Background: an optimization exercise with open tools, aiming at small area, a short achievable clock period and few clock cycles per item. Do not read the settings as production practice. Only simulation tests tie the RTL to the original design; equivalence was not proved.

sierra:
Design rational_arith_gcd_reduce_top, start of the top module:
module rational_arith_gcd_reduce_top (
  input  logic               clk,
  input  logic               rst,
  input  logic               operands_valid,
  output logic               operands_ready,
  input  logic [1:0]         operands_command,
  input  logic signed [15:0] operands_left_num,
  input  logic        [14:0] operands_left_den,
  input  logic signed [15:0] operands_right_num,
  input  logic        [14:0] operands_right_den,
  output logic               result_valid,
  input  logic               result_ready,
  output logic signed [31:0] result_result_num,
  output logic        [30:0] result_result_den,
  output logic               result_status
);
Size: about 4,100 cells after synthesis, roughly 330 flip-flops, about 130 I/O pins, about 32,000 sq um of cells after synthesis.
Settings: LEC_CHECK=0, CAP_MARGIN=20, CORE_MARGIN=2, CORE_UTILIZATION=55, PLACE_DENSITY=0.65, SETUP_SLACK_MARGIN=5, SLEW_MARGIN=20; clock period 9.0 ns.
run.sh (not shown) runs the stock make flow with config.mk's settings and CLKGATE_MAP_FILE= SYNTH_SCRIPT=/design/flow/synth_recipe.tcl, a recipe that flattens the netlist after the stock synthesis.
sierra did not stop at any stage, and its layout met the timing, DRC and antenna checks.
Testbench counts of sierra, summed over its fixed seeds: cycles 38,964, items 2,400.
Input changes introduced in quartz (baseline for comparison: sierra):
--- a/flow/design.v
+++ b/flow/design.v
@@ -1250,50 +1250,50 @@
   assign st_swap      = !u[0] && v[0];
   assign st_vstrip    = u[0] && !v[0];
   assign st_sub       = u[0] && v[0];
   logic [1:0] ks;   
   always_comb begin
     if (st_sub) begin
       ks = 2'(tz(s1[K-1:0]) - 3'd1);
     end else if (st_vstrip) begin
       ks = 2'(tz(v[K-1:0]) - 3'd1);
     end else if (st_swap) begin
       ks = 2'(tz(u[K-1:0]) - 3'd1);
     end else begin
-      ks = 2'd0;
+      ks = 2'(tz(u[K-1:0] | v[K-1:0]) - 3'd1);
     end
   end
   logic [30:0]        vsrc;
   logic signed [31:0] bsrc0;
   logic [29:0]        bsrc1;
   logic [30:0]        v_step;
   logic signed [31:0] b0_step;
   logic [29:0]        b1_step;
   logic [30:0]        u_step;
   always_comb begin
     if (st_sub) begin
       vsrc  = dmag;
       bsrc0 = gt ? a0 : b0;
       bsrc1 = gt ? a1 : b1;
       u_step = gt ? v : u;
     end else if (st_swap) begin
       vsrc  = u;
       bsrc0 = a0;
       bsrc1 = a1;
       u_step = v;
     end else begin
       vsrc  = v;
       bsrc0 = b0;
       bsrc1 = b1;
-      u_step = st_both_even ? (u >> 1) : u;
+      u_step = st_both_even ? ((u >> 1) >> ks) : u;
     end
   end
   assign v_step  = (vsrc >> 1) >> ks;
   assign b0_step = (bsrc0 <<< 1) <<< ks;
   assign b1_step = (bsrc1 << 1) << ks;
   logic gcd_done;
   assign gcd_done = uv_eq;
   logic den_zero;
   logic n_zero;
   logic early;
   assign den_zero = ((ps ^ pc) == 31'((ps | pc) << 1));
   assign n_zero   = in_m2 ? u_zero : (same ? (u_zero && uv_eq) : uv_eq);
==> results.txt <==
- quartz vs sierra, origin of the worst setup path: u[0] vs u[3]
- Comparing post-synthesis area per instance for sierra and quartz, the smaller number came from quartz.
- Per the comparison of quartz with sierra, global-route usage over all layers grew by 0.66 points, share of synthesized cell area in and, or, nand and nor gates shows an increase of 0.57 points, share of the core filled with cells in the final layout fell by 0.32 points.
Testbench counts of quartz, summed over its fixed seeds: cycles 37,240, items 2,400.

--- another note on this design; it stands on its own ---

== oak ==
Design rational_arith_gcd_reduce_top, start of the top module:
module rational_arith_gcd_reduce_top (
  input  logic               clk,
  input  logic               rst,
  input  logic               operands_valid,
  output logic               operands_ready,
  input  logic [1:0]         operands_command,
  input  logic signed [15:0] operands_left_num,
  input  logic        [14:0] operands_left_den,
  input  logic signed [15:0] operands_right_num,
  input  logic        [14:0] operands_right_den,
  output logic               result_valid,
  input  logic               result_ready,
  output logic signed [31:0] result_result_num,
  output logic        [30:0] result_result_den,
  output logic               result_status
);
Settings: LEC_CHECK=0, CAP_MARGIN=10, CORE_MARGIN=2, CORE_UTILIZATION=55, PLACE_DENSITY=0.65, SETUP_SLACK_MARGIN=5, SLEW_MARGIN=10; clock period 9.0 ns.
run.sh (not shown) runs the stock make flow with config.mk's settings and CLKGATE_MAP_FILE= SYNTH_SCRIPT=/design/flow/synth_recipe.tcl, a recipe that flattens the netlist after the stock synthesis.
oak | status: complete | timing, DRC, antenna: pass
Testbench counts of oak, summed over its fixed seeds: cycles 35,492, items 2,400.
[inputs] pine vs oak
# oak
export LEC_CHECK = 0
export CAP_MARGIN = 10
export CORE_MARGIN = 2
export CORE_UTILIZATION = 55
export PLACE_DENSITY = 0.65
export SETUP_SLACK_MARGIN = 5
export SLEW_MARGIN = 10
create_clock -name core_clock -period 9.0 [get_ports {clk}]
# pine
export LEC_CHECK = 0
export CAP_MARGIN = 20
export CORE_MARGIN = 2
export CORE_UTILIZATION = 55
export PLACE_DENSITY = 0.65
export SETUP_SLACK_MARGIN = 5
export SLEW_MARGIN = 20
create_clock -name core_clock -period 9.0 [get_ports {clk}]
## What came out
pine vs oak — growth of design area from synthesis to finish rose 0.18 points.
The sum of met2 wire segment lengths after detailed routing was comparable across pine and oak.
oak -> pine: die area delta 0, exact match
Against oak, pine comes in 0.043 ns lower on final worst-path setup slack.
Any difference in clock skew between pine and oak is small enough to ignore.
~same design area in pine and oak
On final period utilization: between pine and oak, it ends up lower for oak.
Number of nets at the end of the flow: pine vs oak, no meaningful difference
Shortest period the worst path allows (higher): pine
On share of the core filled with cells in the final layout, oak tracks pine almost exactly.


Another version of the RTL of rational_arith_gcd_reduce_top (not shown whole).
Size in the first run: ~4200 cells after synthesis, ~32000 um2 of cells after synthesis.
// rational_arith_gcd_reduce_top
module rational_arith_gcd_reduce_top (
  input  logic               clk,
  input  logic               rst,
  input  logic               operands_valid,
  output logic               operands_ready,
  input  logic [1:0]         operands_command,
  input  logic signed [15:0] operands_left_num,
  input  logic        [14:0] operands_left_den,
  input  logic signed [15:0] operands_right_num,
  input  logic        [14:0] operands_right_den,
  output logic               result_valid,
  input  logic               result_ready,
  output logic signed [31:0] result_result_num,
  output logic        [30:0] result_result_den,
  output logic               result_status
);
make LEC_CHECK=0 CAP_MARGIN=20 CORE_MARGIN=2 CORE_UTILIZATION=55 CTS_BUF_LIST='sky130_fd_sc_hd__clkbuf_4 sky130_fd_sc_hd__clkbuf_8' PLACE_DENSITY=0.65 SETUP_SLACK_MARGIN=5 SLEW_MARGIN=20 finish   # period 9.0 ns
The starting point produced a clean layout.
Testbench counts at the start, summed over its fixed seeds: cycles 37,240, items 2,400.
Change:
--- a/flow/config.mk
+++ b/flow/config.mk
@@ -8,7 +8,6 @@
 export CAP_MARGIN = 20
 export CORE_MARGIN = 2
-export CORE_UTILIZATION = 55
-export CTS_BUF_LIST = sky130_fd_sc_hd__clkbuf_4 sky130_fd_sc_hd__clkbuf_8
-export PLACE_DENSITY = 0.65
+export CORE_UTILIZATION = 48
+export PLACE_DENSITY = 0.6
 export SETUP_SLACK_MARGIN = 5
 export SLEW_MARGIN = 20
Synthesized area does not change.
Hold slack stays flat.
Worst setup slack gets better by 0.033 ns.
Global-route usage fell by 3.7 points.
Final area rose by 0.92%.
Via count stays flat.
Wire length rose by 4.3%.

==> separate check: timing with driven ports <==
How much do the figures lean on ideal ports? The routed layouts below were timed once more, with nothing changed but the port constraints. Step 1 assumes that a clkbuf_16 drives the clock port and a buf_2 every other input. Step 2 adds t to the input delays and takes it off the output delays; t is the mean of the earliest and latest rising clock arrival at the registers after step 1. Input paths then give back, and output paths get back, about the clock's delay inside the block. a / b / c = ideal / step 1 / step 2; a / b = the first two.
run | shift t [ns] | setup WS [ns] | worst hold slack (ns) | worst setup path after step 2 | latest minus earliest clock arrival (ns)
sierra | 0.615 | 5.007 / 5.007 / 4.611 | 0.463 / 0.463 / 0.463 | input to register | 0.035 / 0.035
quartz | 0.629 | 5.064 / 5.064 / 4.660 | 0.464 / 0.464 / 0.464 | input to register | 0.033 / 0.033
oak | 0.640 | 4.880 / 4.880 / 4.588 | 0.499 / 0.499 / 0.499 | input to register | 0.040 / 0.040
pine | 0.642 | 4.837 / 4.837 / 4.579 | 0.501 / 0.501 / 0.501 | input to register | 0.040 / 0.040
the first run of note 3 | 0.727 | 5.000 / 5.000 / 4.470 | 0.465 / 0.465 / 0.465 | input to register | 0.087 / 0.087
the second run of note 3 | 0.630 | 5.032 / 5.032 / 4.777 | 0.464 / 0.464 / 0.464 | input to register | 0.057 / 0.056
After both steps setup and hold are still met in every run listed. The setup slack of the first run of note 3, which loses most, moves by 0.000 ns with the drivers and by -0.530 ns with both steps.
